Background: an optimization exercise with open tools, aiming at small area, a short achievable clock period and few clock cycles per item. Do not read the settings as production practice.
In this exercise RTL edits were held to simulation tests only and were not proved equivalent to the original.
Power is estimated from default activity; no workload was simulated.

## flow/design.v (module list and top-level ports; edited modules follow where they fit)
// module xng_mul64lo: 291 lines
// module xng_seed_tab: 6 lines
// module xng_emit: 85 lines
// module xoshiro_int8_noise_generator_unit: 346 lines
module xoshiro_int8_noise_generator_unit (
  input  logic        clk,
  input  logic        rst_n,
  input  logic        cfg_valid,
  output logic        cfg_ready,
  input  logic [63:0] cfg_data,
  input  logic        in_tvalid,
  output logic        in_tready,
  input  logic [15:0] in_tdata,
  input  logic        in_tuser,
  output logic        out_tvalid,
  input  logic        out_tready,
  output logic [7:0]  out_tdata,
  output logic        out_tlast
);
  // ...
==> flow/flow/run.sh <==
#!/bin/bash
export SETUP_SLACK_MARGIN=7.7
export BUFFER_PORTS_ARGS="-buffer_cell sky130_fd_sc_hd__buf_4"
bash standard.sh > standard.log 2>&1
==> flow/standard.sh <==
#!/bin/bash
# synth_recipe.tcl (not shown) runs the flow's synth.tcl, then flattens the netlist and writes it again
# the make line also repeats each setting of config.mk as NAME=value (left out here)
make -C /OpenROAD-flow-scripts/flow DESIGN_CONFIG=/design/flow/config.mk WORK_HOME=/design/flow/orfs CLKGATE_MAP_FILE= SYNTH_SCRIPT=/design/flow/synth_recipe.tcl "${@:-finish}"
==> flow/config.mk <==
export PLATFORM = sky130hd
export DESIGN_NAME = xoshiro_int8_noise_generator_unit
export DESIGN_NICKNAME = xoshiro_int8_noise_generator_unit
export VERILOG_FILES = /design/flow/design.v
export SDC_FILE = /design/flow/constraint.sdc
export NUM_CORES = 4
export LEC_CHECK = 0
export ABC_CLOCK_PERIOD_IN_PS = 3000
export CAP_MARGIN = 20
export CORE_MARGIN = 2
export CORE_UTILIZATION = 60
export SLEW_MARGIN = 20
==> flow/constraint.sdc <==
create_clock -name core_clock -period 11.0 [get_ports {clk}]
set_input_delay 2.2000 -clock core_clock [delete_from_list [all_inputs] [get_ports {clk}]]
set_output_delay 2.2000 -clock core_clock [all_outputs]
set_load 0.01 [all_outputs]
==> results.py, run 1 <==
metrics = {
    "synthesis": {
        "synth_area_per_cell_um2": 8.97,
        "synth_area_mm2": 0.0422,
        "ys_ff_latch": 684,
        "yosys.area.top_type": "dfxtp_1",
        "synth_top_family_by_area": "compound AO/OA/AOI/OAI gates",
        "synth-edff-count": 169,
    },
    "floorplan": {
        "die_w_um": 269,
        "rows": 97,
    },
    "setup_path": {
        "critPathMaxStageDelay_ps": 450,
        "path_buf_inv": 2,
    },
    "placed_design": {
        "dpl_cell_area_mm2": 0.0431,
        "post-place-ws_ps": 6690,
    },
    "detailed_routing": {
        "wl_met2_mm": 59.8,
        "wl_met1_mm": 52.5,
        "routed.top_layer": "met4",
        "drtIter0Drc": 3497,
    },
    "power_and_ir_drop": {
        "comb_power_mw": 1.65,
        "power_mw": 7.44,
        "clock_power_share_pct": 35.5,
    },
    "layout": {
        "num-nonclk-inverters": 60,
        "clkbuf_count": 108,
        "finalInstanceArea_mm2": 0.0475,
        "nets": 4987,
        "area.growth.synth_to_final_pct": 12.5,
        "buf_share_pct": 3.82,
    },
    "global_routing": {
        "track_usage_pct": 34.9,
        "use_met2_pct": 56.3,
        "grt_pass1_wl_mm": 197,
        "grt_antenna_before_repair": 1,
    },
    "hold_path": {
        "min_delay_path_depth": 0,
    },
    "run_status": {
        "status": "complete, no violations",
    },
    "job": {
        "max_cap_violations": 0,
    },
    "timing": {
        "setup_slack_ps": 7390,
    },
}
Testbench counts, summed over its fixed seeds: cycles 19,855, bytes 16,560.
==> module xoshiro_int8_noise_generator_unit, before the edit <==
module xoshiro_int8_noise_generator_unit (
  input  logic        clk,
  input  logic        rst_n,
  input  logic        cfg_valid,
  output logic        cfg_ready,
  input  logic [63:0] cfg_data,
  input  logic        in_tvalid,
  output logic        in_tready,
  input  logic [15:0] in_tdata,
  input  logic        in_tuser,
  output logic        out_tvalid,
  input  logic        out_tready,
  output logic [7:0]  out_tdata,
  output logic        out_tlast
);
  logic        q_v, q_mode;
  logic [3:0]  q_cnt;
  logic [7:0]  q_stream;
  logic        in_rdy_r, cfg_rdy_r;
  logic        q_v_nxt, q_rs_nxt, rst_q;
  logic [3:0]  fin_oh, ld;
  logic [7:0]  nd;
  logic [15:0] dl_oh, dh_oh;
  logic        f_init4;
  logic [63:0] base_r;
  logic [63:0] s0_r, s1_r, s2_r, s3_r;
  logic        g_act;
  logic [3:0]  g_n;
  logic [2:0]  g_k;
  logic        g_tc;
  logic [7:0]  g_koh;
  logic        w0;
  logic [7:0]  wa, wb;
  logic        e_adv, g_go, g_done, g_last, g_nz, g_start;
  logic [7:0]  rbyte;
  logic        rcarry;
  logic        c57_r, c57_cur;
  logic [63:0] c57_in;
  logic [63:0] s1n;
  logic        rs_act;
  logic [1:0]  rs_i;
  logic [2:0]  rs_cnt;
  logic        f_init, f_seed, f_ma, f_x27, f_mb, f_fin;
  logic [55:0] hs_r, hc_r, ns, nc;
  logic [7:0]  ls_r, lc_r, nls, nlc;
  logic        cy_r, pcy;
  logic [7:0]  pbyte;
  logic [63:0] r_r, rfull, x_lo, x_hi;
  logic [19:0] tb, tb_r, tb_d;
  logic [3:0]  tb_in;
  logic [7:0]  rs_st;
  logic [6:0]  xf, xf_d;
  logic [32:0] lo_sum, hi_sum;
  logic        f_init2, f_init3, f_rest, f_rest2, f_rest3, x_add, xd_add, xc_r;
  logic        rs_go, rs_start, rs_fin, rs_done, rs_s1, g_pre, g_blk;
  logic [63:0] bus;
  assign g_start  = q_v && (q_mode == MODE_GENERATE) && (!rs_act || rs_done || rs_s1) &&
                    (!g_act || g_done);
  assign rs_start = q_v && (q_mode == MODE_RESEED) && !rs_act;
  always_comb begin
    q_v_nxt  = q_v;
    q_rs_nxt = q_v && (q_mode == MODE_RESEED);
    if (g_start || rs_start) begin
      q_v_nxt  = 1'b0;
      q_rs_nxt = 1'b0;
    end
    if (in_tvalid && in_rdy_r) begin
      q_v_nxt  = 1'b1;
      q_rs_nxt = (in_tuser == MODE_RESEED);
    end
  end
  always_ff @(posedge clk) begin
    if (!rst_n) begin
      q_v       <= 1'b0;
      in_rdy_r  <= 1'b1;
      cfg_rdy_r <= 1'b1;
      base_r    <= '0;
    end else begin
      q_v       <= q_v_nxt;
      in_rdy_r  <= !q_v_nxt;
      cfg_rdy_r <= !q_rs_nxt && !(rs_start || (rs_act && !rs_done));
      if (cfg_valid && cfg_rdy_r) base_r <= cfg_data;
      else begin
        if (x_add) base_r[31:0] <= lo_sum[31:0];
        if (xd_add) base_r[63:32] <= hi_sum[32:1];
      end
    end
  end
  always_ff @(posedge clk) begin
    rst_q <= rst_n;
  end
  always_ff @(posedge clk) begin
    if (in_tvalid && in_rdy_r) begin
      q_mode   <= in_tuser;
      q_cnt    <= in_tdata[11:8];
      q_stream <= in_tdata[7:0];
    end
  end
  assign in_tready = in_rdy_r;
  assign cfg_ready = cfg_rdy_r;
  assign s1n      = s1_r ^ s2_r ^ s0_r;
  assign c57_in   = s1_r ^ ({64{g_act}} & (s2_r ^ s0_r));
  assign c57_cur  = ({1'b0, c57_in[56:0]} + {1'b0, c57_in[54:0], 2'b00}) >> 57;
  always_ff @(posedge clk) begin
    if (g_done || !g_act) c57_r <= c57_cur;
  end
  logic [7:0]  kn;
  logic [16:0] win_nx, win_c0, win_n0;
  assign kn     = {g_koh[6:0], 1'b0};
  assign win_c0 = {s1_r[0], 1'b0, s1_r[63:57], 1'b0, s1_r[61:55]};
  assign win_n0 = {s1n[0], 1'b0, s1n[63:57], 1'b0, s1n[61:55]};
  assign win_nx = ({17{kn[1]}} & {1'b0, s1_r[8:1],   s1_r[6:0], 1'b0}) |
                  ({17{kn[2]}} & {1'b0, s1_r[16:9],  s1_r[14:7]}) |
                  ({17{kn[3]}} & {1'b0, s1_r[24:17], s1_r[22:15]}) |
                  ({17{kn[4]}} & {1'b0, s1_r[32:25], s1_r[30:23]}) |
                  ({17{kn[5]}} & {1'b0, s1_r[40:33], s1_r[38:31]}) |
                  ({17{kn[6]}} & {1'b0, s1_r[48:41], s1_r[46:39]}) |
                  ({17{kn[7]}} & {1'b0, s1_r[56:49], s1_r[54:47]});
  always_ff @(posedge clk) begin
    if (g_done) begin
      {w0, wa, wb} <= win_n0;
    end else if (!g_act) begin
      {w0, wa, wb} <= win_c0;
    end else if (g_go) begin
      {w0, wa, wb} <= win_nx;
    end
  end
  always_comb begin
    logic [8:0] t;
    t = {1'b0, wa} + {1'b0, wb} + {8'd0, g_koh[0] ? c57_r : (g_koh[1] ? 1'b0 : g_tc)};
    rbyte  = g_koh[0] ? {w0, t[6:0]} : t[7:0];
    rcarry = t[8];
  end
  assign g_blk  = g_last && rs_act && !g_pre;
  assign g_go   = g_act && e_adv && !g_blk;
  assign g_done = g_go && g_last;
  always_ff @(posedge clk) begin
    if (!rst_n) begin
      g_act <= 1'b0;
      g_pre <= 1'b0;
    end else begin
      if (g_start) g_act <= 1'b1;
      else if (g_done) g_act <= 1'b0;
      if (g_start) g_pre <= 1'b0;
      else if (rs_start) g_pre <= g_act && !g_done;
    end
  end
  always_ff @(posedge clk) begin
    if (g_start) begin
      g_n    <= (q_cnt > 4'd8) ? 4'd8 : q_cnt;
      g_nz   <= (q_cnt != 4'd0);
      g_last <= (q_cnt <= 4'd1);
      g_k    <= 3'd0;
      g_koh  <= 8'b0000_0001;
    end else if (g_go) begin
      g_k    <= g_k + 3'd1;
      g_koh  <= {g_koh[6:0], 1'b0};
      g_last <= ({1'b0, g_k} + 4'd2 == g_n);
      g_tc   <= rcarry;
    end
  end
  xng_emit u_emit (
    .clk        (clk),
    .rst_n      (rst_n),
    .in_v       (g_act && g_nz && !g_blk),
    .in_rb      (rbyte),
    .in_first   (g_koh[0]),
    .in_last    (g_last),
    .in_adv     (e_adv),
    .out_tvalid (out_tvalid),
    .out_tready (out_tready),
    .out_noise  (out_tdata[6:0]),
    .out_tlast  (out_tlast)
  );
  assign out_tdata[7] = 1'b0;
  assign rs_go   = rs_act && !(f_fin && g_act && g_pre);
  assign rs_s1   = rs_act && rs_i[1];
  assign rs_fin  = rs_go && f_fin;
  assign rs_done = rs_fin && !f_seed;
  assign nd = f_seed ? (base_r[7:0] ^ base_r[37:30]) :
              f_x27  ? (r_r[15:8] ^ r_r[42:35]) : r_r[15:8];
  always_ff @(posedge clk) begin
    dl_oh <= 16'd1 << nd[3:0];
    dh_oh <= 16'd1 << nd[7:4];
  end
  xng_mul64lo u_mul (
    .sa    (f_ma),
    .sb    (f_mb),
    .dl_oh (dl_oh),
    .dh_oh (dh_oh),
    .hs    (hs_r),
    .hc    (hc_r),
    .ls    (ls_r),
    .lc    (lc_r),
    .cy    (cy_r),
    .ns    (ns),
    .nc    (nc),
    .nls   (nls),
    .nlc   (nlc),
    .pbyte (pbyte),
    .pcy   (pcy)
  );
  assign tb_in = rs_start ? q_stream[3:0] : ((f_init || f_rest) ? rs_st[7:4] : rs_st[3:0]);
  xng_seed_tab u_seed (
    .d (tb_in),
    .t (tb)
  );
  function automatic logic [63:0] xop(input logic [6:0] f, input logic [19:0] t);
    xop = ({64{f[6]}} & {44'd0, t}) | ({64{f[5]}} & {40'd0, t, 4'd0}) |
          ({64{f[4]}} & ~{44'd0, t}) | ({64{f[3]}} & ~{40'd0, t, 4'd0}) |
          ({64{f[2]}} & GAMMA_C) | ({64{f[1]}} & GAMMA_R) | ({64{f[0]}} & GAMMA);
  endfunction
  assign xf     = {f_init, f_init2, f_rest, f_rest2, f_init3, f_rest3, f_seed};
  assign x_add  = rs_go && (|xf);
  assign x_lo   = xop(xf, tb_r);
  assign x_hi   = xop(xf_d, tb_d);
  assign lo_sum = {1'b0, base_r[31:0]} + {1'b0, x_lo[31:0]};
  assign hi_sum = {base_r[63:32], 1'b1} + {x_hi[63:32], xc_r};
  always_ff @(posedge clk) begin
    if (!rst_n) begin
      xd_add <= 1'b0;
    end else begin
      xd_add <= x_add;
    end
    xf_d <= xf;
    xc_r <= lo_sum[32];
    tb_d <= tb_r;
    if (rs_start || (rs_go && (f_init || (f_fin && (rs_i == 2'd2)) || f_rest))) tb_r <= tb;
  end
  assign rfull = {pbyte, r_r[63:8]};
  assign bus   = rfull ^ (rfull >> 31);
  always_ff @(posedge clk) begin
    if (!rst_n) begin
      rs_act <= 1'b0;
      f_init <= 1'b0;
      f_init2 <= 1'b0;
      f_rest <= 1'b0;
      f_rest2 <= 1'b0;
      f_rest3 <= 1'b0;
      f_init3 <= 1'b0;
      f_init4 <= 1'b0;
      f_seed <= 1'b0;
      f_ma   <= 1'b0;
      f_x27  <= 1'b0;
      f_mb   <= 1'b0;
      f_fin  <= 1'b0;
      fin_oh <= 4'd0;
    end else if (rs_start) begin
      rs_act <= 1'b1;
      f_init <= 1'b1;
    end else if (rs_go) begin
      f_rest  <= f_fin && (rs_i == 2'd2);
      f_rest2 <= f_rest;
      f_rest3 <= f_rest2;
      if (f_init) begin
        f_init  <= 1'b0;
        f_init2 <= 1'b1;
      end else if (f_init2) begin
        f_init2 <= 1'b0;
        f_init3 <= 1'b1;
      end else if (f_init3) begin
        f_init3 <= 1'b0;
        f_init4 <= 1'b1;
      end else if (f_init4) begin
        f_init4 <= 1'b0;
        f_seed  <= 1'b1;
      end else if (f_seed) begin
        f_seed <= 1'b0;
        f_fin  <= 1'b0;
        f_ma   <= 1'b1;
      end else if (f_ma) begin
        if (rs_cnt == 3'd7) begin
          f_ma  <= 1'b0;
          f_x27 <= 1'b1;
        end
      end else if (f_x27) begin
        f_x27 <= 1'b0;
        f_mb  <= 1'b1;
      end else if (f_mb) begin
        if (rs_cnt == 3'd7) begin
          f_mb   <= 1'b0;
          f_fin  <= 1'b1;
          fin_oh <= 4'b0001 << rs_i;
          f_seed <= (rs_i != 2'd3);
        end
      end else if (f_fin) begin
        f_fin  <= 1'b0;
        rs_act <= 1'b0;
      end
      if (f_fin) fin_oh <= 4'd0;
    end
  end
  always_ff @(posedge clk) begin
    if (rs_start) begin
      rs_i   <= 2'd0;
      rs_cnt <= 3'd0;
    end else if (rs_go) begin
      if (f_ma || f_mb) rs_cnt <= rs_cnt + 3'd1;
      if (f_fin) rs_i <= rs_i + 2'd1;
    end
    if (rs_start) rs_st <= q_stream;
    if (rs_go) begin
      if (f_seed) begin
        r_r <= base_r ^ (base_r >> 30);
      end else if (f_x27) begin
        r_r <= rfull ^ (rfull >> 27);
      end else if (f_ma || f_mb) begin
        r_r <= rfull;
      end
      if (f_seed || f_x27) begin
        ls_r <= '0;
        lc_r <= '0;
        cy_r <= 1'b0;
      end else begin
        ls_r <= nls;
        lc_r <= nlc;
        cy_r <= pcy;
      end
    end
    if (f_seed || f_x27) begin
      hs_r <= '0;
      hc_r <= '0;
    end else begin
      hs_r <= ns;
      hc_r <= nc;
    end
  end
  assign ld = fin_oh & {4{!(g_act && g_pre)}};
  always_ff @(posedge clk) begin
    if (!rst_q) begin
      s0_r <= '0;
      s1_r <= '0;
      s2_r <= '0;
      s3_r <= '0;
    end else begin
      if (ld[0]) s0_r <= bus;
      else if (g_done) s0_r <= s0_r ^ s3_r ^ s1_r;
      if (ld[1]) s1_r <= bus;
      else if (g_done) s1_r <= s1n;
      if (ld[2]) s2_r <= bus;
      else if (g_done) s2_r <= s2_r ^ s0_r ^ {s1_r[46:0], 17'd0};
      if (ld[3]) s3_r <= bus;
      else if (g_done) s3_r <= {s3_r[18:0] ^ s1_r[18:0], s3_r[63:19] ^ s1_r[63:19]};
    end
  end
endmodule
==> run 2: changes to the inputs <==
--- a/flow/design.v
+++ b/flow/design.v
@@ -416,5 +416,10 @@
   logic [7:0]  nd;
   logic [15:0] dl_oh, dh_oh;
-  logic        f_init4;
+  logic        f_init4, f_init5, xd2_add, xc2_r;
+  logic [6:0]  xf_d2;
+  logic [63:0] x_top;
+  logic [22:0] sum0;
+  logic [22:0] sum1;
+  logic [21:0] sum2;
   logic [63:0] base_r;
   logic [63:0] s0_r, s1_r, s2_r, s3_r;
@@ -445,5 +450,4 @@
   logic [7:0]  rs_st;
   logic [6:0]  xf, xf_d;
-  logic [32:0] lo_sum, hi_sum;
   logic        f_init2, f_init3, f_rest, f_rest2, f_rest3, x_add, xd_add, xc_r;
   logic        rs_go, rs_start, rs_fin, rs_done, rs_s1, g_pre, g_blk;
@@ -476,6 +480,7 @@
       if (cfg_valid && cfg_rdy_r) base_r <= cfg_data;
       else begin
-        if (x_add) base_r[31:0] <= lo_sum[31:0];
-        if (xd_add) base_r[63:32] <= hi_sum[32:1];
+        if (x_add) base_r[21:0] <= sum0[21:0];
+        if (xd_add) base_r[42:22] <= sum1[21:1];
+        if (xd2_add) base_r[63:43] <= sum2[21:1];
       end
     end
@@ -609,14 +614,20 @@
   assign x_lo   = xop(xf, tb_r);
   assign x_hi   = xop(xf_d, tb_d);
-  assign lo_sum = {1'b0, base_r[31:0]} + {1'b0, x_lo[31:0]};
-  assign hi_sum = {base_r[63:32], 1'b1} + {x_hi[63:32], xc_r};
+  assign x_top  = xop(xf_d2, tb_d);
+  assign sum0   = {1'b0, base_r[21:0]} + {1'b0, x_lo[21:0]};
+  assign sum1   = {1'b0, base_r[42:22], 1'b1} + {1'b0, x_hi[42:22], xc_r};
+  assign sum2   = {base_r[63:43], 1'b1} + {x_top[63:43], xc2_r};
   always_ff @(posedge clk) begin
     if (!rst_n) begin
-      xd_add <= 1'b0;
+      xd_add  <= 1'b0;
+      xd2_add <= 1'b0;
     end else begin
-      xd_add <= x_add;
+      xd_add  <= x_add;
+      xd2_add <= xd_add;
     end
-    xf_d <= xf;
-    xc_r <= lo_sum[32];
+    xf_d  <= xf;
+    xf_d2 <= xf_d;
+    xc_r  <= sum0[22];
+    xc2_r <= sum1[22];
     tb_d <= tb_r;
     if (rs_start || (rs_go && (f_init || (f_fin && (rs_i == 2'd2)) || f_rest))) tb_r <= tb;
@@ -634,4 +645,5 @@
       f_init3 <= 1'b0;
       f_init4 <= 1'b0;
+      f_init5 <= 1'b0;
       f_seed <= 1'b0;
       f_ma   <= 1'b0;
@@ -658,4 +670,7 @@
       end else if (f_init4) begin
         f_init4 <= 1'b0;
+        f_init5 <= 1'b1;
+      end else if (f_init5) begin
+        f_init5 <= 1'b0;
         f_seed  <= 1'b1;
       end else if (f_seed) begin
==> run 2 against run 1 <==
Against the previous run:
- still clean on timing, DRC and antenna
- sequential power decreased by about 10%
- sequential cell count increased by 11
- sequential share of layout area increased by 1.3 points
- first-iteration DRC count increased by 18%
- power decreased by 17%
- core utilization decreased by 1.8 points
- highest routed layer is now met5
==> results.py, run 2 <==
metrics = {
    "placed_design": {
        "dpl.hpwl_mm": 91.0,
        "place_congestion": 1.01,
        "port_buffers": 92,
    },
    "synthesis": {
        "synth_top_family_by_area": "simple AND/OR/NAND/NOR gates",
        "yosys.area.top_type": "dfxtp_1",
        "synth_cell_types": 80,
        "async_reset_ff_share_pct": 0,
        "synth.area.mux_share_pct": 2.73,
        "ys.flop_type": "dfxtp_1",
        "synth_xor_area_share_pct": 10.5,
        "synth_fa_ha_area_share_pct": 10.4,
        "synth_most_common_cell": "nand2_1",
        "synth_compound_area_share_pct": 17.7,
        "synthSimpleGateAreaFrac_pct": 18.0,
        "synth_area_mm2": 0.0423,
        "ys_seq_area_share_pct": 36.9,
        "synth-edff-count": 169,
        "synth_cells": 4698,
        "synth_area_per_cell_um2": 9.00,
        "yosys_warnings": 2,
        "yosysTopAreaCellShare_pct": 24.9,
        "ys_ff_latch": 695,
        "ys_top_cells_by_area": "dfxtp_1 25%, edfxtp_1 12%, xnor2_1 6.5%, fa_1 5.5%, ha_1 4.9%",
        "synth_nets": 5065,
        "synth_common_cells": "528 x nand2_1, 526 x dfxtp_1, 348 x o21ai_0",
    },
    "clocking": {
        "hold_buffers": 0,
        "cts_buffers": 78,
        "cts-root-buf": "clkbuf_16",
        "clock_latency_ps": 630,
        "clk_path_buf_depth": 3,
        "clock_sinks": 695,
        "cts_tree": "yes",
        "ctsHtreeMaxLevel": 3,
        "path_clk_slew_ps": 60,
    },
    "setup_path": {
        "cp.required_ps": 8800,
        "reg2reg_depth": 12,
        "critPathCaptureType": "output port",
        "critPathLaunchType": "flop",
        "path_buf_inv": 1,
        "crit_type": "flop to output port",
        "crit_slowest_cell": "edfxtp_1",
        "crit_cells": 1,
        "path_max_fanout": 1,
        "worstPathArrival_ps": 1140,
        "critPathMaxStageDelay_ps": 380,
        "cpLargestDelayFamily": "flip-flops",
        "path_cells": "buf_6",
    },
    "timing": {
        "finalHoldViolations": 0,
        "relSlewSlack_pct": 30.2,
        "final_max_slew_viol_count": 0,
        "worstMarginPinSlew_ps": 1050,
        "fin_skew_ps": 22.9,
        "timing.fmax_mhz": 299,
        "period_share_pct": 30.4,
        "grt_setup_unrepaired": "true",
        "final.setup.tns_ps": 0,
        "setup_viol": 0,
        "min_period_ps": 3340,
    },
    "layout": {
        "drive_gt1_share_pct": 8.57,
        "area.growth.synth_to_final_pct": 9.42,
        "nets": 4937,
        "layout_commonest_cell": "nand2_1",
        "final_cell_mix": "522 x nand2_1, 513 x dfxtp_1, 342 x o21ai_0, 313 x xnor2_1, 292 x nor2_1",
    },
    "job": {
        "max_cap_violations": 0,
    },
    "power_and_ir_drop": {
        "power_mw": 6.14,
        "leakagePower_nw": 21.3,
        "ir_worst_vdd_mv": 0.132,
        "p_per_area_mw_per_mm2": 133,
    },
    "global_routing": {
        "grt-ovfl-total": 0,
        "track_usage_pct": 34.3,
        "grt_pass1_wl_mm": 194,
        "grt_max_degree": 176,
        "grt_pass1_vias": 32400,
        "grt_antenna_before_repair": 2,
    },
    "detailed_routing": {
        "drt_first_pass_iters": 9,
        "drc": 0,
        "vias": 34300,
        "routed_wl_mm": 128,
        "routedWlPerCell_um": 22.9,
        "detail-route-antenna-nets": 0,
        "drtIter0Drc": 4143,
        "viasPerCell": 6.16,
    },
    "hold_path": {
        "min_delay_path_depth": 0,
        "worstHoldPathType": "flop to flop",
    },
    "floorplan": {
        "rows": 97,
        "start_util_pct": 60.5,
        "dieArea_mm2": 0.0726,
        "core_mm2": 0.0699,
        "die_w_um": 270,
        "ios": 98,
        "die_y_um": 270,
    },
    "run_status": {
        "status": "complete, no violations",
    },
}
[run 2: repair_timing]
item                       in CTS  in global routing
cloned                          1                  2
pin swaps                       1                 10
buffers inserted                6                 14
setup endpoints to repair     248                 70
resized for setup              56                 35
[run 2: metal layers]
| metal | track usage, % | share of wire [%] |
|---|---|---|
| met1 | 46.1 | 42 |
| met2 | 55.4 | 46 |
| met3 | 4.63 | 7.0 |
| met4 | 15.0 | 4.9 |
| met5 | 0 | 0.010 |
[run 2: cell families (layout without fill, tap and decap cells)]
logic type / Yosys count / in the layout
and+or+nand+nor: 1576 / 1576
AOI/OAI and AO/OA: 1110 / 1110
DFF: 695 / 695
xor gates and xnor gates: 505 / 505
buffers and inverters: 419 / 352
adders and majority gates: 281 / 281
muxes: 111 / 111
other: 1 / 2
[run 2: power breakdown]
group / internal, mW / switching [mW] / leakage [nW]
Combinational: 0.262 / 0.437 / 14.2
Clock: 1.54 / 1.09 / 1.26
Sequential: 2.70 / 0.117 / 5.84
Total: 4.50 / 1.64 / 21.3
[run 2: area by class of cell]
cell class              count  area (um2)
inverters                  65         250
clock inverters            32         302
fillers                  5899       23600
flip-flops and latches    695       15600
well taps                 940        1180
repair buffers            146        1280
multi-input cells        3584       25400
clock buffers             109        2240
diodes                      1        2.50
[run 2: through the flow]
| stage | utilization [%] | cell area, um2 | setup slack, ps | instances | hold WS, ps |
|---|---|---|---|---|---|
| after floorplan | - | 42300 | 7710 | 4698 | 329 |
| after global placement | 61.7 | 43100 | 6870 | 5407 | 337 |
| after detailed placement | 61.7 | 43100 | 6840 | 5407 | 340 |
| after CTS | 65.8 | 46000 | 7630 | 5555 | 351 |
| after global routing | 66.2 | 46300 | 7560 | 5571 | 361 |
| final | 66.2 | 46300 | 7660 | 5572 | 354 |
[run 2: final timing paths]
path | startpoint | end | slack [ps]
min reg2reg | xf_d[0] | xf_d2[0] | 350
min | xf_d[0] | xf_d2[0] | 350
max reg2reg | g_act | c57_r | 7680
max | u_emit.o_last | out_tlast | 7660
[run 2: worst register-to-register path: stages (launching register included)]
cell and delay (ps):
dfxtp_4 480, buf_16 240, nor2b_1 190, xor2_1 290, ha_1 310, a21o_1 180, a21o_1 170, a21oi_1 150
o221ai_1 200, nor4b_2 240, o21ai_0 110, a21oi_1 210, o21ai_1 220
Testbench counts of run 2, summed over its fixed seeds: cycles 19,903, bytes 16,560.
==> run 3: changes to the inputs <==
--- a/flow/design.v
+++ b/flow/design.v
@@ -416,5 +416,5 @@
   logic [7:0]  nd;
   logic [15:0] dl_oh, dh_oh;
-  logic        f_init4, f_init5, xd2_add, xc2_r;
+  logic        f_init4, xd2_add, xc2_r;
   logic [6:0]  xf_d2;
   logic [63:0] x_top;
@@ -610,6 +610,6 @@
           ({64{f[2]}} & GAMMA_C) | ({64{f[1]}} & GAMMA_R) | ({64{f[0]}} & GAMMA);
   endfunction
-  assign xf     = {f_init, f_init2, f_rest, f_rest2, f_init3, f_rest3, f_seed};
-  assign x_add  = rs_go && (|xf);
+  assign xf     = {f_init, f_init2, f_rest, f_rest2, rs_start, f_rest3, f_seed};
+  assign x_add  = rs_start || (rs_go && (|xf));
   assign x_lo   = xop(xf, tb_r);
   assign x_hi   = xop(xf_d, tb_d);
@@ -645,5 +645,4 @@
       f_init3 <= 1'b0;
       f_init4 <= 1'b0;
-      f_init5 <= 1'b0;
       f_seed <= 1'b0;
       f_ma   <= 1'b0;
@@ -670,7 +669,4 @@
       end else if (f_init4) begin
         f_init4 <= 1'b0;
-        f_init5 <= 1'b1;
-      end else if (f_init5) begin
-        f_init5 <= 1'b0;
         f_seed  <= 1'b1;
       end else if (f_seed) begin
==> run 3 against run 2 <==
Against the previous run:
- still clean on timing, DRC and antenna
- area after synthesis grew 0.34%
- non-clock buffer count grew 1
- die area grew 0.33%
==> results.py, run 3 <==
metrics = {
    "run_status": {
        "status": "complete, no violations",
    },
    "clocking": {
        "cts_tree": "yes",
        "clk_path_buf_depth": 3,
        "cts_buffers": 79,
        "ctsHtreeMaxLevel": 3,
        "cts-root-buf": "clkbuf_16",
        "clock_latency_ps": 640,
        "path_clk_slew_ps": 60,
        "clock_sinks": 694,
    },
    "timing": {
        "holdWs_ps": 375,
        "worstMarginPinSlew_ps": 1170,
        "setup_viol": 0,
        "min_period_ps": 3360,
        "final_max_slew_viol_count": 0,
        "grt_setup_unrepaired": "true",
        "setup_slack_ps": 7640,
        "period_share_pct": 30.5,
        "final.setup.tns_ps": 0,
        "relSlewSlack_pct": 21.6,
        "fin_skew_ps": 22.3,
        "finalHoldViolations": 0,
        "timing.fmax_mhz": 298,
    },
    "synthesis": {
        "synth_common_cells": "545 x nand2_1, 525 x dfxtp_1, 345 x o21ai_0",
        "synth-edff-count": 169,
        "synth_most_common_cell": "nand2_1",
        "yosys.area.top_type": "dfxtp_1",
        "synth_area_mm2": 0.0424,
        "synth_cells": 4719,
        "ys_top_cells_by_area": "dfxtp_1 25%, edfxtp_1 12%, xnor2_1 6.3%, fa_1 5.5%, ha_1 4.8%",
        "ys_seq_area_share_pct": 36.7,
        "yosys_warnings": 2,
        "yosysTopAreaCellShare_pct": 24.8,
        "synth_area_per_cell_um2": 8.99,
        "ys_ff_latch": 694,
        "ys.flop_type": "dfxtp_1",
        "synth_cell_types": 83,
        "async_reset_ff_share_pct": 0,
        "synth_nets": 5086,
    },
    "placed_design": {
        "post-place-ws_ps": 6730,
        "dpl.hpwl_mm": 90.2,
        "dpl_cell_area_mm2": 0.0432,
        "place_congestion": 0.971,
        "port_buffers": 92,
    },
    "global_routing": {
        "track_usage_pct": 34.4,
        "grt_max_degree": 242,
        "grt_antenna_before_repair": 0,
        "grt_pass1_vias": 32300,
        "grt_pass1_wl_mm": 195,
        "grt-ovfl-total": 0,
    },
    "power_and_ir_drop": {
        "ir_worst_vdd_mv": 0.124,
        "leakagePower_nw": 21.5,
        "p_per_area_mw_per_mm2": 134,
    },
    "floorplan": {
        "die_w_um": 270,
        "dieArea_mm2": 0.0729,
        "rows": 97,
        "core_mm2": 0.0700,
        "die_y_um": 270,
        "ios": 98,
        "start_util_pct": 60.6,
    },
    "setup_path": {
        "path_max_fanout": 1,
        "path_buf_inv": 1,
        "cpLargestDelayFamily": "flip-flops",
        "worstReg2RegStart": "g_act",
        "startpoint": "u_emit.o_d[2]",
        "crit_type": "flop to output port",
        "path_cells": "buf_4",
        "critPathCaptureType": "output port",
        "worstPathArrival_ps": 1160,
        "cp.required_ps": 8800,
        "critPathLaunchType": "flop",
        "critPathMaxStageDelay_ps": 380,
        "crit_slowest_cell": "edfxtp_1",
    },
    "layout": {
        "drive_gt1_share_pct": 8.73,
        "nets": 4957,
        "antenna_cells": 0,
        "finalInstanceArea_mm2": 0.0464,
        "layout_commonest_cell": "nand2_1",
        "fill_cells": 5829,
        "final_cell_mix": "541 x nand2_1, 509 x dfxtp_1, 339 x o21ai_0, 307 x xnor2_1, 277 x nor2_1",
        "area.growth.synth_to_final_pct": 9.30,
    },
    "detailed_routing": {
        "drt_first_pass_iters": 10,
        "routed_wl_mm": 128,
        "drtIter0Drc": 3556,
        "routedWlPerCell_um": 22.9,
        "viasPerCell": 6.20,
        "vias": 34700,
        "detail-route-antenna-nets": 0,
        "drc": 0,
    },
    "hold_path": {
        "worstHoldPathType": "flop to flop",
        "min_from": "xf_d[1]",
    },
    "job": {
        "max_cap_violations": 0,
    },
}
==> run 3: path summary, 6_finish.rpt <==
| path | endpoint | slack, ps | cells past startpoint |
|---|---|---|---|
| max | out_tdata[2] | 7640 | 1 |
| min | xf_d2[1] | 380 | 0 |
| max reg2reg | c57_r | 7680 | 10 |
| min reg2reg | xf_d2[1] | 380 | 0 |
==> run 3: logic make-up (layout without fill, tap and decap cells) <==
group | after synthesis | count (layout) | synth area share, %
and+or+nand+nor | 1599 | 1599 | 18.3
AOI/OAI and AO/OA | 1127 | 1127 | 18.0
DFF | 694 | 694 | 36.7
xor gates and xnor gates | 501 | 501 | 10.3
buffers and inverters | 415 | 348 | 3.77
adders and majority gates | 281 | 281 | 10.4
muxes | 101 | 101 | 2.49
other | 1 | 1 | 0.00884
==> run 3: timing repair <==
| action | 4_1_cts | 5_1_grt |
|---|---|---|
| hold endpoints to repair | 0 | 0 |
| pin swaps | 1 | 12 |
| cloned | 2 | 1 |
| hold buffers | 0 | 0 |
| setup buffers | 5 | 19 |
| endpoints found under the setup margin | 211 | 79 |
| gates resized for setup | 44 | 56 |
==> run 3: metal layers <==
layer	track usage, %	routed length (um)
met1	45.8	53800
met2	54.9	58100
met5	0	0
met3	4.76	8850
met4	17.2	7490
==> run 3: final cells by class <==
class                      instances  area (um2)  area share [%]
sequential                       694       15600            33.7
timing repair inverter             2        13.8          0.0297
clock inverter                    30         312           0.672
tap                              940        1180            2.54
multi-input combinational       3610       25600            55.1
clock buffer                     113        2250            4.86
inverter                          56         226           0.488
timing repair buffer             147        1210            2.62
==> run 3: power by group <==
group	internal [mW]	switching [mW]	leakage, nW
sequential	2.70	0.118	5.83
clock	1.55	1.10	1.25
combinational	0.290	0.476	14.4
==> run 3: through the flow <==
step	total power [mW]	utilization (%)	std cells
2_1_floorplan	3.34	-	4719
3_3_place_gp	3.58	61.7	5422
3_5_place_dp	3.59	61.8	5422
4_1_cts	6.21	65.7	5572
5_1_grt	6.42	66.2	5592
6_report	6.23	66.2	5592
Testbench counts of run 3, summed over its fixed seeds: cycles 19,855, bytes 16,560.
==> run 4: changes to the inputs <==
--- a/flow/design.v
+++ b/flow/design.v
@@ -416,5 +416,5 @@
   logic [7:0]  nd;
   logic [15:0] dl_oh, dh_oh;
-  logic        f_init4, xd2_add, xc2_r;
+  logic        f_init4, f_init5, xd2_add, xc2_r;
   logic [6:0]  xf_d2;
   logic [63:0] x_top;
@@ -436,4 +436,6 @@
   logic        c57_r, c57_cur;
   logic [63:0] c57_in;
+  logic [56:0] cg, cp;
+  logic        cgt1, cpt1, cgt2, cpt2, cgt3, cpt3, cgt4, cpt4, cgt5, cpt5, cgt6, cpt6, cgt7, cpt7, cgt8, cpt8, cgt9, cpt9, cgt10, cpt10, cgt11, cpt11, cgt12, cpt12, cgt13, cpt13, cgt14, cpt14, cgt15, cpt15, cgt16, cpt16, cgt17, cpt17, cgt18, cpt18, cgt19, cpt19, cgt20, cpt20, cgt21, cpt21, cgt22, cpt22, cgt23, cpt23, cgt24, cpt24, cgt25, cpt25, cgt26, cpt26, cgt27, cpt27, cgt28, cpt28, cgt29, cpt29, cgt30, cpt30, cgt31, cpt31, cgt32, cpt32, cgt33, cpt33, cgt34, cpt34, cgt35, cpt35, cgt36, cpt36, cgt37, cpt37, cgt38, cpt38, cgt39, cpt39, cgt40, cpt40, cgt41, cpt41, cgt42, cpt42, cgt43, cpt43, cgt44, cpt44, cgt45, cpt45, cgt46, cpt46, cgt47, cpt47, cgt48, cpt48, cgt49, cpt49, cgt50, cpt50, cgt51, cpt51, cgt52, cpt52, cgt53, cpt53, cgt54, cpt54;
   logic [63:0] s1n;
   logic        rs_act;
@@ -500,5 +502,115 @@
   assign s1n      = s1_r ^ s2_r ^ s0_r;
   assign c57_in   = s1_r ^ ({64{g_act}} & (s2_r ^ s0_r));
-  assign c57_cur  = ({1'b0, c57_in[56:0]} + {1'b0, c57_in[54:0], 2'b00}) >> 57;
+  assign cg = c57_in[56:0] & {c57_in[54:0], 2'b00};
+  assign cp = c57_in[56:0] | {c57_in[54:0], 2'b00};
+  assign cgt1 = cg[56] | (cp[56] & cg[55]);
+  assign cpt1 = cp[56] & cp[55];
+  assign cgt2 = cg[54] | (cp[54] & cg[53]);
+  assign cpt2 = cp[54] & cp[53];
+  assign cgt3 = cgt1 | (cpt1 & cgt2);
+  assign cpt3 = cpt1 & cpt2;
+  assign cgt4 = cg[52] | (cp[52] & cg[51]);
+  assign cpt4 = cp[52] & cp[51];
+  assign cgt5 = cgt4 | (cpt4 & cg[50]);
+  assign cpt5 = cpt4 & cp[50];
+  assign cgt6 = cgt3 | (cpt3 & cgt5);
+  assign cpt6 = cpt3 & cpt5;
+  assign cgt7 = cg[49] | (cp[49] & cg[48]);
+  assign cpt7 = cp[49] & cp[48];
+  assign cgt8 = cg[47] | (cp[47] & cg[46]);
+  assign cpt8 = cp[47] & cp[46];
+  assign cgt9 = cgt7 | (cpt7 & cgt8);
+  assign cpt9 = cpt7 & cpt8;
+  assign cgt10 = cg[45] | (cp[45] & cg[44]);
+  assign cpt10 = cp[45] & cp[44];
+  assign cgt11 = cgt10 | (cpt10 & cg[43]);
+  assign cpt11 = cpt10 & cp[43];
+  assign cgt12 = cgt9 | (cpt9 & cgt11);
+  assign cpt12 = cpt9 & cpt11;
+  assign cgt13 = cgt6 | (cpt6 & cgt12);
+  assign cpt13 = cpt6 & cpt12;
+  assign cgt14 = cg[42] | (cp[42] & cg[41]);
+  assign cpt14 = cp[42] & cp[41];
+  assign cgt15 = cg[40] | (cp[40] & cg[39]);
+  assign cpt15 = cp[40] & cp[39];
+  assign cgt16 = cgt14 | (cpt14 & cgt15);
+  assign cpt16 = cpt14 & cpt15;
+  assign cgt17 = cg[38] | (cp[38] & cg[37]);
+  assign cpt17 = cp[38] & cp[37];
+  assign cgt18 = cgt17 | (cpt17 & cg[36]);
+  assign cpt18 = cpt17 & cp[36];
+  assign cgt19 = cgt16 | (cpt16 & cgt18);
+  assign cpt19 = cpt16 & cpt18;
+  assign cgt20 = cg[35] | (cp[35] & cg[34]);
+  assign cpt20 = cp[35] & cp[34];
+  assign cgt21 = cg[33] | (cp[33] & cg[32]);
+  assign cpt21 = cp[33] & cp[32];
+  assign cgt22 = cgt20 | (cpt20 & cgt21);
+  assign cpt22 = cpt20 & cpt21;
+  assign cgt23 = cg[31] | (cp[31] & cg[30]);
+  assign cpt23 = cp[31] & cp[30];
+  assign cgt24 = cgt23 | (cpt23 & cg[29]);
+  assign cpt24 = cpt23 & cp[29];
+  assign cgt25 = cgt22 | (cpt22 & cgt24);
+  assign cpt25 = cpt22 & cpt24;
+  assign cgt26 = cgt19 | (cpt19 & cgt25);
+  assign cpt26 = cpt19 & cpt25;
+  assign cgt27 = cgt13 | (cpt13 & cgt26);
+  assign cpt27 = cpt13 & cpt26;
+  assign cgt28 = cg[28] | (cp[28] & cg[27]);
+  assign cpt28 = cp[28] & cp[27];
+  assign cgt29 = cg[26] | (cp[26] & cg[25]);
+  assign cpt29 = cp[26] & cp[25];
+  assign cgt30 = cgt28 | (cpt28 & cgt29);
+  assign cpt30 = cpt28 & cpt29;
+  assign cgt31 = cg[24] | (cp[24] & cg[23]);
+  assign cpt31 = cp[24] & cp[23];
+  assign cgt32 = cgt31 | (cpt31 & cg[22]);
+  assign cpt32 = cpt31 & cp[22];
+  assign cgt33 = cgt30 | (cpt30 & cgt32);
+  assign cpt33 = cpt30 & cpt32;
+  assign cgt34 = cg[21] | (cp[21] & cg[20]);
+  assign cpt34 = cp[21] & cp[20];
+  assign cgt35 = cg[19] | (cp[19] & cg[18]);
+  assign cpt35 = cp[19] & cp[18];
+  assign cgt36 = cgt34 | (cpt34 & cgt35);
+  assign cpt36 = cpt34 & cpt35;
+  assign cgt37 = cg[17] | (cp[17] & cg[16]);
+  assign cpt37 = cp[17] & cp[16];
+  assign cgt38 = cgt37 | (cpt37 & cg[15]);
+  assign cpt38 = cpt37 & cp[15];
+  assign cgt39 = cgt36 | (cpt36 & cgt38);
+  assign cpt39 = cpt36 & cpt38;
+  assign cgt40 = cgt33 | (cpt33 & cgt39);
+  assign cpt40 = cpt33 & cpt39;
+  assign cgt41 = cg[14] | (cp[14] & cg[13]);
+  assign cpt41 = cp[14] & cp[13];
+  assign cgt42 = cg[12] | (cp[12] & cg[11]);
+  assign cpt42 = cp[12] & cp[11];
+  assign cgt43 = cgt41 | (cpt41 & cgt42);
+  assign cpt43 = cpt41 & cpt42;
+  assign cgt44 = cg[10] | (cp[10] & cg[9]);
+  assign cpt44 = cp[10] & cp[9];
+  assign cgt45 = cgt44 | (cpt44 & cg[8]);
+  assign cpt45 = cpt44 & cp[8];
+  assign cgt46 = cgt43 | (cpt43 & cgt45);
+  assign cpt46 = cpt43 & cpt45;
+  assign cgt47 = cg[7] | (cp[7] & cg[6]);
+  assign cpt47 = cp[7] & cp[6];
+  assign cgt48 = cgt47 | (cpt47 & cg[5]);
+  assign cpt48 = cpt47 & cp[5];
+  assign cgt49 = cg[4] | (cp[4] & cg[3]);
+  assign cpt49 = cp[4] & cp[3];
+  assign cgt50 = cgt49 | (cpt49 & cg[2]);
+  assign cpt50 = cpt49 & cp[2];
+  assign cgt51 = cgt48 | (cpt48 & cgt50);
+  assign cpt51 = cpt48 & cpt50;
+  assign cgt52 = cgt46 | (cpt46 & cgt51);
+  assign cpt52 = cpt46 & cpt51;
+  assign cgt53 = cgt40 | (cpt40 & cgt52);
+  assign cpt53 = cpt40 & cpt52;
+  assign cgt54 = cgt27 | (cpt27 & cgt53);
+  assign cpt54 = cpt27 & cpt53;
+  assign c57_cur = cgt54;
   always_ff @(posedge clk) begin
     if (g_done || !g_act) c57_r <= c57_cur;
@@ -610,6 +722,6 @@
           ({64{f[2]}} & GAMMA_C) | ({64{f[1]}} & GAMMA_R) | ({64{f[0]}} & GAMMA);
   endfunction
-  assign xf     = {f_init, f_init2, f_rest, f_rest2, rs_start, f_rest3, f_seed};
-  assign x_add  = rs_start || (rs_go && (|xf));
+  assign xf     = {f_init, f_init2, f_rest, f_rest2, f_init3, f_rest3, f_seed};
+  assign x_add  = rs_go && (|xf);
   assign x_lo   = xop(xf, tb_r);
   assign x_hi   = xop(xf_d, tb_d);
@@ -645,4 +757,5 @@
       f_init3 <= 1'b0;
       f_init4 <= 1'b0;
+      f_init5 <= 1'b0;
       f_seed <= 1'b0;
       f_ma   <= 1'b0;
@@ -669,4 +782,7 @@
       end else if (f_init4) begin
         f_init4 <= 1'b0;
+        f_init5 <= 1'b1;
+      end else if (f_init5) begin
+        f_init5 <= 1'b0;
         f_seed  <= 1'b1;
       end else if (f_seed) begin
==> run 4 against run 3 <==
Against the previous run:
- global-route usage rose by 0.19 points
- non-clock buffer count increased by 18
- sequential power is essentially flat
- register-to-register slack worse by 50 ps
- setup slack worse by 16 ps
- core utilization up 0.58 points
- first-iteration DRC count shrank 9.9%
- wire length fell by 2.8%
- combinational power down 9.5%
- clock-buffer cell count stayed put
- via count decreased by 3.3%
- power decreased by 1.3%
- critical path type is now flop to flop
==> results.py, run 4 <==
metrics = {
    "synthesis": {
        "synth_common_cells": "723 x nand2_1, 526 x dfxtp_1, 300 x nor2_1",
        "ys_ff_latch": 695,
        "ys.flop_type": "dfxtp_1",
        "synth_area_per_cell_um2": 8.91,
        "ys_top_cells_by_area": "dfxtp_1 25%, edfxtp_1 12%, nand2_1 6.5%, xnor2_1 6.0%, xor2_1 5.9%",
        "yosys.area.top_type": "dfxtp_1",
        "synth_nets": 4967,
        "synth_area_mm2": 0.0415,
        "ys_seq_area_share_pct": 37.6,
        "synth-edff-count": 169,
        "synth_most_common_cell": "nand2_1",
        "async_reset_ff_share_pct": 0,
        "yosysTopAreaCellShare_pct": 25.4,
        "synth_cell_types": 83,
        "synth_cells": 4654,
        "yosys_warnings": 2,
    },
    "global_routing": {
        "track_usage_pct": 34.6,
        "grt-ovfl-total": 0,
        "grt_pass1_wl_mm": 188,
        "grt_antenna_before_repair": 2,
        "grt_pass1_vias": 31500,
        "grt_max_degree": 239,
    },
    "hold_path": {
        "worstHoldPathType": "flop to flop",
    },
    "timing": {
        "min_period_ps": 3370,
        "final_max_slew_viol_count": 0,
        "final.setup.tns_ps": 0,
        "grt_setup_unrepaired": "true",
        "setup_viol": 0,
        "holdWs_ps": 368,
        "relSlewSlack_pct": 26.8,
        "finalHoldViolations": 0,
        "worstMarginPinSlew_ps": 1090,
        "period_share_pct": 30.7,
        "timing.fmax_mhz": 297,
        "fin_skew_ps": 18.3,
    },
    "setup_path": {
        "critPathLaunchType": "flop",
        "path_cells": "or2_4 -> or3_4 -> ha_4 -> a211o_1 -> a211oi_2 -> o31ai_2 -> a21o_1 -> a221oi_4 -> o21bai_2 -> a21oi_2 -> a21oi_2 -> a311o_1",
        "reg2reg_depth": 12,
        "crit_path_frequent_cell": "a21oi_2",
        "worstReg2RegStart": "xf_d[3]",
        "startpoint": "xf_d[3]",
        "crit_type": "flop to flop",
        "critPathMaxStageDelay_ps": 420,
        "cp.required_ps": 11480,
        "worstPathArrival_ps": 3860,
        "crit_slowest_cell": "or3_4",
        "r2r_end": "xc2_r",
        "endpoint": "xc2_r",
        "critPathCaptureType": "flop",
        "regToRegSetupSlack_ps": 7630,
        "path_max_fanout": 4,
    },
    "placed_design": {
        "dpl.hpwl_mm": 87.4,
        "place_congestion": 0.976,
        "port_buffers": 92,
    },
    "clocking": {
        "clock_sinks": 695,
        "clock_latency_ps": 630,
        "cts_tree": "yes",
        "cts_buffers": 78,
        "ctsHtreeMaxLevel": 3,
        "cts-root-buf": "clkbuf_16",
        "clk_path_buf_depth": 3,
        "path_clk_slew_ps": 60,
        "hold_buffers": 0,
    },
    "power_and_ir_drop": {
        "ir_worst_vdd_mv": 0.144,
        "p_per_area_mw_per_mm2": 134,
        "clock_power_share_pct": 42.9,
        "leakagePower_nw": 21.0,
        "switching_share_pct": 26.2,
        "power_switching_mw": 1.61,
        "p_int_mw": 4.54,
        "p_seq_share_pct": 45.8,
        "pwr-share-comb_pct": 11.3,
    },
    "detailed_routing": {
        "viasPerCell": 6.10,
        "vias": 33500,
        "routed_wl_mm": 125,
        "detail-route-antenna-nets": 0,
        "routedWlPerCell_um": 22.7,
        "drtIter0Drc": 3205,
        "drt_first_pass_iters": 6,
        "drc": 0,
    },
    "layout": {
        "area.growth.synth_to_final_pct": 10.3,
        "layout_commonest_cell": "nand2_1",
        "drive_gt1_share_pct": 9.70,
        "antenna_cells": 0,
        "final_cell_mix": "718 x nand2_1, 511 x dfxtp_1, 295 x nor2_1, 290 x o21ai_0, 284 x xnor2_1",
        "nets": 4866,
    },
    "floorplan": {
        "die_w_um": 267,
        "ios": 98,
        "die_y_um": 267,
        "rows": 96,
        "dieArea_mm2": 0.0712,
        "core_mm2": 0.0685,
        "start_util_pct": 60.6,
    },
    "run_status": {
        "status": "complete, no violations",
    },
    "job": {
        "max_cap_violations": 0,
    },
}
==> run 4: changes by cell type in the layout (fill, tap and decap cells not counted), sizes merged, moves of 43 or more <==
cell and delta:
xor2 +83, or3 -69, o21ai -43, nand3 -48
nand2 +178, ha -54
==> run 4: repair_timing <==
| item | CTS | global route |
|---|---|---|
| pin swaps | 32 | 44 |
| gates resized for setup | 63 | 55 |
| gates cloned | 0 | 2 |
| buffers inserted | 26 | 14 |
| setup endpoints to repair | 127 | 53 |
==> run 4: critical path, delay by kind of cell (launching register included) <==
family	cells	cell delay, ps
flip-flops	1	330
AND/OR/NAND/NOR	2	670
adder cells (fa/ha/maj)	1	250
AO/OA/AOI/OAI	9	2010
==> run 4: per-layer routing <==
layer / GRT usage [%] / wire, um / up-vias / share of wire [%]
met5: 0 / 0 / - / 0
met4: 16.4 / 6810 / 0 / 5.5
met3: 4.93 / 8420 / 306 / 6.8
met2: 56.7 / 57900 / 1275 / 46
met1: 45.0 / 51500 / 16100 / 41
li1: - / - / 15800 / -
==> run 4: through the flow <==
step / power (mW) / utilization (%) / worst slack, ps / instance area (um2) / std cells
detailed placement: 3.51 / 61.7 / 6970 / 42200 / 5311
global placement: 3.50 / 61.7 / 7000 / 42200 / 5311
global route: 6.34 / 66.8 / 7480 / 45700 / 5491
finish: 6.15 / 66.8 / 7630 / 45700 / 5491
floorplan: 3.28 / - / 7700 / 41500 / 4654
CTS: 6.14 / 66.2 / 7610 / 45300 / 5473
==> run 4: how the worst min path moves through the flow <==
| stage | from | endpoint | slack (ps) | depth (start not counted) |
|---|---|---|---|---|
| after floorplan | f_rest3 | xf_d[1] | 330 | 0 |
| after global placement | xf_d[1] | xf_d2[1] | 360 | 0 |
| after detailed placement | xf_d[1] | xf_d2[1] | 360 | 0 |
| after CTS | xf_d[1] | xf_d2[1] | 370 | 0 |
| after global routing | xf_d[1] | xf_d2[1] | 380 | 0 |
| final | xf_d[1] | xf_d2[1] | 370 | 0 |
==> run 4: power groups by stage <==
stage	clock network [mW]	registers (mW)	logic (mW)
after global placement	0	2.87	0.633
after floorplan	0	2.80	0.478
after detailed placement	0	2.87	0.638
after CTS	2.67	2.81	0.664
after global routing	2.77	2.82	0.757
final	2.64	2.81	0.692
==> run 4: kinds of logic (layout without fill, tap and decap cells) <==
logic type      Yosys count  after routing  share of synthesized area [%]
other cells               1              1                        0.00905
simple gates           1586           1586                           17.4
buf+inv                 415            370                           3.85
fa+ha+maj               232            232                           9.09
compound gates         1055           1055                           17.4
xor+xnor                563            563                           11.9
flops                   695            695                           37.6
mux                     107            107                           2.68
==> run 4: area by class of cell <==
class                      instances  area, um2
timing repair buffer             165       1420
tap                              882       1100
multi-input combinational       3544      24800
inverter                          69        264
sequential                       695      15600
clock inverter                    23        270
clock buffer                     113       2290
fill                            5724      22700
Testbench counts of run 4, summed over its fixed seeds: cycles 19,903, bytes 16,560.
==> run 5: changes to the inputs <==
==> flow/flow/run.sh (replaced) <==
#!/bin/bash
export SETUP_SLACK_MARGIN=7.65
export BUFFER_PORTS_ARGS="-buffer_cell sky130_fd_sc_hd__buf_4"
bash standard.sh > standard.log 2>&1
==> run 5 against run 4 <==
Against the previous run:
- power shrank 0.57%
- still clean
- combinational power about the same
- non-clock buffer count rose by 9
- clock skew fell by 1.2 ps
- via count decreased by 0.46%
- clock power barely moved
- die area unchanged
- largest cell class unchanged
- design area up 0.16%
- core utilization rose by 0.11 points
- fmax down 0.93%
- global-route usage shrank 0.41 points
- critical path depth is the same
- largest power group unchanged
==> results.py, run 5 <==
metrics = {
    "floorplan": {
        "dieArea_mm2": 0.0712,
        "rows": 96,
        "die_w_um": 267,
        "start_util_pct": 60.6,
        "die_y_um": 267,
        "ios": 98,
        "core_mm2": 0.0685,
    },
    "synthesis": {
        "yosys_warnings": 2,
        "synth_area_per_cell_um2": 8.91,
        "synth_most_common_cell": "nand2_1",
        "async_reset_ff_share_pct": 0,
        "synth_cell_types": 83,
        "ys_top_cells_by_area": "dfxtp_1 25%, edfxtp_1 12%, nand2_1 6.5%, xnor2_1 6.0%, xor2_1 5.9%",
        "ys_ff_latch": 695,
        "synth-edff-count": 169,
        "ys_seq_area_share_pct": 37.6,
        "synth_common_cells": "723 x nand2_1, 526 x dfxtp_1, 300 x nor2_1",
        "yosysTopAreaCellShare_pct": 25.4,
        "yosys.area.top_type": "dfxtp_1",
        "synth_cells": 4654,
        "synth_nets": 4967,
        "synth_area_mm2": 0.0415,
        "ys.flop_type": "dfxtp_1",
    },
    "global_routing": {
        "grt_antenna_before_repair": 0,
        "track_usage_pct": 34.1,
        "grt_max_degree": 121,
        "grt_pass1_wl_mm": 187,
        "grt-ovfl-total": 0,
        "grt_pass1_vias": 31100,
    },
    "clocking": {
        "hold_buffers": 0,
        "clock_latency_ps": 630,
        "ctsHtreeMaxLevel": 3,
        "cts_buffers": 78,
        "clk_path_buf_depth": 3,
        "cts-root-buf": "clkbuf_16",
        "cts_tree": "yes",
        "path_clk_slew_ps": 60,
        "clock_sinks": 695,
    },
    "run_status": {
        "status": "complete, no violations",
    },
    "detailed_routing": {
        "drt_first_pass_iters": 9,
        "routed_wl_mm": 124,
        "detail-route-antenna-nets": 0,
        "drtIter0Drc": 3411,
        "vias": 33400,
        "routedWlPerCell_um": 22.4,
        "drc": 0,
        "viasPerCell": 6.06,
    },
    "power_and_ir_drop": {
        "clock_power_share_pct": 42.6,
        "switching_share_pct": 26.5,
        "p_seq_share_pct": 46.1,
        "power_switching_mw": 1.62,
        "p_int_mw": 4.49,
        "ir_worst_vdd_mv": 0.127,
        "leakagePower_nw": 21.1,
        "p_per_area_mw_per_mm2": 133,
        "pwr-share-comb_pct": 11.3,
    },
    "placed_design": {
        "place_congestion": 0.953,
        "port_buffers": 92,
        "dpl.hpwl_mm": 87.5,
    },
    "layout": {
        "nets": 4875,
        "antenna_cells": 0,
        "final_cell_mix": "716 x nand2_1, 511 x dfxtp_1, 296 x nor2_1, 291 x o21ai_0, 285 x xnor2_1",
        "utilization_pct": 66.9,
        "layout_commonest_cell": "nand2_1",
        "drive_gt1_share_pct": 9.77,
        "area.growth.synth_to_final_pct": 10.5,
    },
    "timing": {
        "final.setup.tns_ps": 0,
        "grt_setup_unrepaired": "true",
        "finalHoldViolations": 0,
        "setup_viol": 0,
        "period_share_pct": 30.9,
        "final_max_slew_viol_count": 0,
        "worstMarginPinSlew_ps": 1140,
        "timing.fmax_mhz": 294,
        "relSlewSlack_pct": 23.6,
        "min_period_ps": 3400,
        "fin_skew_ps": 17.0,
    },
    "setup_path": {
        "path_max_fanout": 5,
        "crit_slowest_cell": "a311o_1",
        "cp.required_ps": 11480,
        "path_buf_inv": 0,
        "cpLargestDelayFamily": "compound AO/OA/AOI/OAI gates",
        "crit_path_frequent_cell": "a21oi_2",
        "critPathLaunchType": "flop",
        "crit_type": "flop to flop",
        "path_cells": "or2_4 -> or3_4 -> ha_4 -> a211o_1 -> a211oi_2 -> o31ai_4 -> a21o_1 -> a221oi_4 -> o21bai_2 -> a21oi_2 -> a21oi_2 -> a311o_1",
        "critPathMaxStageDelay_ps": 410,
        "critPathCaptureType": "flop",
        "worstPathArrival_ps": 3880,
    },
    "job": {
        "max_cap_violations": 0,
    },
    "hold_path": {
        "worstHoldPathType": "flop to flop",
    },
}
## run 5: changes by cell type in the layout (fill, tap and decap cells not counted), moves of 3 or more
cell / change
buf_4: +11
clkinv_1: +5
bufinv_16: -4
clkbuf_8: +4
o21ai_2: -4
inv_6: +3
o21ai_1: +3
o31ai_2: -3
## run 5: power by group through the flow
stage	Combinational [mW]	Clock (mW)	Sequential, mW
floorplan	0.478	0	2.80
global placement	0.632	0	2.87
detailed placement	0.636	0	2.87
CTS	0.661	2.63	2.81
global route	0.757	2.73	2.82
finish	0.691	2.61	2.82
## run 5: logic make-up after synthesis
kind of cell	count (synthesis)	synth area share [%]
muxes	107	2.68
other	1	0.00905
buffers and inverters	415	3.85
AOI/OAI and AO/OA	1055	17.4
xor gates and xnor gates	563	11.9
adders and majority gates	232	9.09
DFF	695	37.6
and+or+nand+nor	1586	17.4
## run 5: timing repair
action	CTS	global route
hold endpoints to repair	0	0
setup endpoints to repair	143	46
setup buffers	25	23
pin swaps	33	50
gates cloned	0	2
resized for setup	63	60
## run 5: layout make-up
cell class | instances | area [um2]
inverter | 69 | 267
multi-input combinational | 3544 | 24800
sequential | 695 | 15600
fill | 5646 | 22700
clock buffer | 120 | 2360
timing repair buffer | 174 | 1480
clock inverter | 24 | 186
tap | 882 | 1100
## run 5: routing by layer
layer | up-vias | GRT usage, % | part of all wire (%)
met3 | 263 | 4.47 | 6.4
met4 | 0 | 15.1 | 5.0
li1 | 15900 | - | -
met1 | 16000 | 45.5 | 42
met5 | - | 0 | 0
met2 | 1214 | 55.6 | 46
## run 5: path summary, 6_finish.rpt
kind / startpoint / endpoint / slack [ps] / cells past startpoint
max: xf_d[4] / xc2_r / 7600 / 12
min: xf_d[1] / xf_d2[1] / 380 / 0
max reg2reg: xf_d[4] / xc2_r / 7600 / 12
min reg2reg: xf_d[1] / xf_d2[1] / 380 / 0
## run 5: per-stage QoR
| stage | hold WS, ps | instance area [um2] | setup WS, ps | cells | power (mW) |
|---|---|---|---|---|---|
| after global routing | 390 | 45800 | 7510 | 5508 | 6.31 |
| after global placement | 356 | 42200 | 6890 | 5312 | 3.50 |
| after detailed placement | 363 | 42200 | 6920 | 5312 | 3.50 |
| final | 376 | 45800 | 7600 | 5508 | 6.11 |
| after CTS | 376 | 45300 | 7590 | 5481 | 6.10 |
| after floorplan | 329 | 41500 | 7650 | 4654 | 3.28 |
==> run 6: changes to the inputs <==
--- a/flow/design.v
+++ b/flow/design.v
@@ -416,5 +416,5 @@
   logic [7:0]  nd;
   logic [15:0] dl_oh, dh_oh;
-  logic        f_init4, f_init5, xd2_add, xc2_r;
+  logic        f_init4, xd2_add, xc2_r;
   logic [6:0]  xf_d2;
   logic [63:0] x_top;
@@ -722,6 +722,6 @@
           ({64{f[2]}} & GAMMA_C) | ({64{f[1]}} & GAMMA_R) | ({64{f[0]}} & GAMMA);
   endfunction
-  assign xf     = {f_init, f_init2, f_rest, f_rest2, f_init3, f_rest3, f_seed};
-  assign x_add  = rs_go && (|xf);
+  assign xf     = {f_init, f_init2, f_rest, f_rest2, rs_start, f_rest3, f_seed};
+  assign x_add  = rs_start || (rs_go && (|xf));
   assign x_lo   = xop(xf, tb_r);
   assign x_hi   = xop(xf_d, tb_d);
@@ -757,5 +757,4 @@
       f_init3 <= 1'b0;
       f_init4 <= 1'b0;
-      f_init5 <= 1'b0;
       f_seed <= 1'b0;
       f_ma   <= 1'b0;
@@ -782,7 +781,4 @@
       end else if (f_init4) begin
         f_init4 <= 1'b0;
-        f_init5 <= 1'b1;
-      end else if (f_init5) begin
-        f_init5 <= 1'b0;
         f_seed  <= 1'b1;
       end else if (f_seed) begin
==> flow/flow/run.sh (replaced) <==
#!/bin/bash
export SETUP_SLACK_MARGIN=7.7
export BUFFER_PORTS_ARGS="-buffer_cell sky130_fd_sc_hd__buf_4"
bash standard.sh > standard.log 2>&1
==> run 6 against run 5 <==
Against the previous run:
- still clean on timing, DRC and antenna
- fmax increased by 1.0%
- via count increased by 1.6%
- non-clock buffer count decreased by 25
- power increased by 1.4%
- synthesized cell count increased by 0.28%
- global-route usage increased by 0.42 points
- die area about the same
- clock skew increased by 7.3 ps
- largest cell class unchanged
- largest power group unchanged
==> results.py, run 6 <==
metrics = {
    "synthesis": {
        "ys_seq_area_share_pct": 37.6,
        "yosys.area.top_type": "dfxtp_1",
        "ys_ff_latch": 694,
        "synth-edff-count": 169,
        "ys.flop_type": "dfxtp_1",
        "async_reset_ff_share_pct": 0,
        "ys_top_cells_by_area": "dfxtp_1 25%, edfxtp_1 12%, nand2_1 5.8%, xnor2_1 5.8%, fa_1 5.7%",
        "synth_common_cells": "642 x nand2_1, 525 x dfxtp_1, 334 x o21ai_0",
        "synth_area_per_cell_um2": 8.88,
        "yosysTopAreaCellShare_pct": 25.4,
        "synth_cell_types": 81,
        "synth_nets": 4980,
        "yosys_warnings": 2,
        "synth_area_mm2": 0.0415,
        "synth_most_common_cell": "nand2_1",
        "synth_cells": 4667,
    },
    "floorplan": {
        "core_mm2": 0.0685,
        "die_w_um": 267,
        "rows": 96,
        "dieArea_mm2": 0.0712,
        "start_util_pct": 60.5,
        "ios": 98,
        "die_y_um": 267,
    },
    "clocking": {
        "cts-root-buf": "clkbuf_16",
        "clk_path_buf_depth": 3,
        "ctsHtreeMaxLevel": 3,
        "cts_buffers": 78,
        "clock_latency_ps": 640,
        "path_clk_slew_ps": 60,
        "cts_tree": "yes",
        "clock_sinks": 694,
    },
    "timing": {
        "fin_skew_ps": 24.4,
        "final_max_slew_viol_count": 0,
        "setup_viol": 0,
        "timing.fmax_mhz": 297,
        "worstMarginPinSlew_ps": 1050,
        "setup_slack_ps": 7630,
        "period_share_pct": 30.6,
        "relSlewSlack_pct": 29.7,
        "finalHoldViolations": 0,
        "final.setup.tns_ps": 0,
        "min_period_ps": 3370,
        "grt_setup_unrepaired": "true",
    },
    "layout": {
        "fill_cells": 5795,
        "drive_gt1_share_pct": 9.20,
        "ff_latch_area_mm2": 0.0156,
        "nets": 4860,
        "antenna_cells": 0,
        "layout_commonest_cell": "nand2_1",
        "final_cell_mix": "635 x nand2_1, 512 x dfxtp_1, 323 x o21ai_0, 311 x nor2_1, 274 x xnor2_1",
        "area.growth.synth_to_final_pct": 10.0,
        "finalNonFillerCells": 5491,
        "multi_input_comb_area_mm2": 0.0248,
        "utilization_pct": 66.6,
    },
    "setup_path": {
        "critPathLaunchType": "flop",
        "cpLargestDelayFamily": "flip-flops",
        "critPathMaxStageDelay_ps": 400,
        "path_max_fanout": 1,
        "worstPathArrival_ps": 1170,
        "critPathCaptureType": "output port",
        "path_buf_inv": 1,
        "cp.required_ps": 8800,
        "crit_slowest_cell": "edfxtp_1",
        "path_cells": "buf_6",
        "crit_type": "flop to output port",
    },
    "placed_design": {
        "dp.cells": 5322,
        "place_congestion": 0.984,
        "port_buffers": 92,
        "dpl.hpwl_mm": 87.9,
        "post-place-ws_ps": 6740,
    },
    "detailed_routing": {
        "drt_first_pass_iters": 10,
        "viasPerCell": 6.17,
        "vias": 33900,
        "dr_wl_met3_mm": 9.22,
        "drc": 0,
        "routed.top_layer": "met4",
        "wl_met2_mm": 58.6,
        "detail-route-antenna-nets": 0,
        "routedWlPerCell_um": 22.9,
        "routed_wl_mm": 125,
        "drtIter0Drc": 3196,
        "wl_met1_mm": 51.1,
    },
    "global_routing": {
        "grt_pass1_vias": 31400,
        "track_usage_pct": 34.6,
        "grt_max_degree": 225,
        "grt_antenna_before_repair": 2,
        "grt-ovfl-total": 0,
        "grt_pass1_wl_mm": 189,
    },
    "hold_path": {
        "worstHoldPathType": "flop to flop",
    },
    "run_status": {
        "status": "complete, no violations",
    },
    "power_and_ir_drop": {
        "power_mw": 6.20,
        "leakagePower_nw": 20.6,
        "p_per_area_mw_per_mm2": 136,
        "ir_worst_vdd_mv": 0.127,
    },
    "job": {
        "max_cap_violations": 0,
    },
}
## run 6: changes by cell type in the layout (fill, tap and decap cells not counted), moves of 15 or more
cell     delta
nand2_1    -81
o21ai_0    +32
buf_4      -29
or3_1      +24
xor2_1     -23
a21oi_1    +17
o21a_1     +16
nor2_1     +15
## run 6: timing repair
action / CTS / global route
gates resized for setup: 59 / 70
setup endpoints to repair: 187 / 108
hold buffers: 0 / 0
gates cloned: 1 / 1
pin swaps: 11 / 26
setup buffers: 16 / 9
## run 6: final cells by class
| class | instances | share of cell area [%] |
|---|---|---|
| Multi-Input combinational cell | 3554 | 54.3 |
| Clock buffer | 116 | 5.11 |
| Clock inverter | 26 | 0.551 |
| Timing Repair inverter | 1 | 0.0110 |
| Timing Repair Buffer | 149 | 2.83 |
| Sequential cell | 694 | 34.2 |
| Tap cell | 882 | 2.42 |
| Inverter | 69 | 0.590 |
## run 6: stage by stage
step | instance area [um2] | hold WS [ps]
4_1_cts | 45200 | 367
2_1_floorplan | 41500 | 326
5_1_grt | 45600 | 395
3_3_place_gp | 42200 | 359
6_report | 45600 | 376
3_5_place_dp | 42200 | 359
## run 6: final timing paths
check                                     to  depth (start not counted)     startpoint  slack, ps
worst max-delay path            out_tdata[1]                          1  u_emit.o_d[1]       7630
worst max register to register    base_r[58]                         15       xf_d2[1]       7670
worst min register to register      xf_d2[1]                          0        xf_d[1]        380
worst min-delay path                xf_d2[1]                          0        xf_d[1]        380
## run 6: where the power goes
group	switching [mW]	total, mW	internal (mW)
Clock	1.09	2.64	1.54
Combinational	0.451	0.738	0.287
Sequential	0.123	2.82	2.70
Total	1.67	6.20	4.53
## run 6: layer usage
layer / global-route usage [%] / vias to the layer above
li1: - / 16000
met1: 44.1 / 16300
met2: 57.0 / 1297
met3: 5.86 / 319
met4: 16.6 / 0
met5: 0 / -
## run 6: cells by family (layout without fill, tap and decap cells)
group           Yosys count  count (layout)  share of synthesized area (%)
simple gates           1577            1577                           17.6
flops                   694             694                           37.6
xor+xnor                528             528                           11.2
other cells               1               1                        0.00905
buf+inv                 419             361                           3.91
compound gates         1113            1113                           18.0
fa+ha+maj               232             232                           9.09
mux                     103             103                           2.59
Testbench counts of run 6, summed over its fixed seeds: cycles 19,855, bytes 16,560.

## static timing again, ports no longer ideal
The flow's constraints put no driver on any port. The routed layouts listed below were extracted and timed again, unchanged, in two steps.
Step 1 assumes that a clkbuf_16 drives the clock port and a buf_2 every other input.
Step 2 also shifts input and output timing later by t, the mid clock arrival at the registers, as if the neighbouring blocks saw the same clock.
Three values: ideal ports, drivers, drivers and shift; two values: the first two.
| run | shift t [ns] | setup WS [ns] | worst setup path at the end | clock arrival spread, ns | slew at the worst register clock pin (ns) |
|---|---|---|---|---|---|
| run 1 | 0.695 | 7.386 / 7.386 / 7.296 | input to register | 0.025 / 0.025 | 0.07 / 0.07 |
| run 2 | 0.697 | 7.655 / 7.583 / 7.200 | input to register | 0.027 / 0.027 | 0.06 / 0.06 |
| run 3 | 0.699 | 7.644 / 7.574 / 7.213 | input to register | 0.025 / 0.024 | 0.06 / 0.06 |
| run 4 | 0.682 | 7.628 / 7.590 / 7.132 | input to register | 0.018 / 0.019 | 0.06 / 0.06 |
| run 5 | 0.685 | 7.596 / 7.576 / 7.127 | input to register | 0.017 / 0.017 | 0.06 / 0.06 |
| run 6 | 0.690 | 7.631 / 7.566 / 7.266 | input to register | 0.025 / 0.025 | 0.07 / 0.07 |
After both steps every run listed still meets setup and hold. For run 4, which loses most, drivers alone change the setup slack by -0.038 ns; drivers and shift together by -0.496 ns.
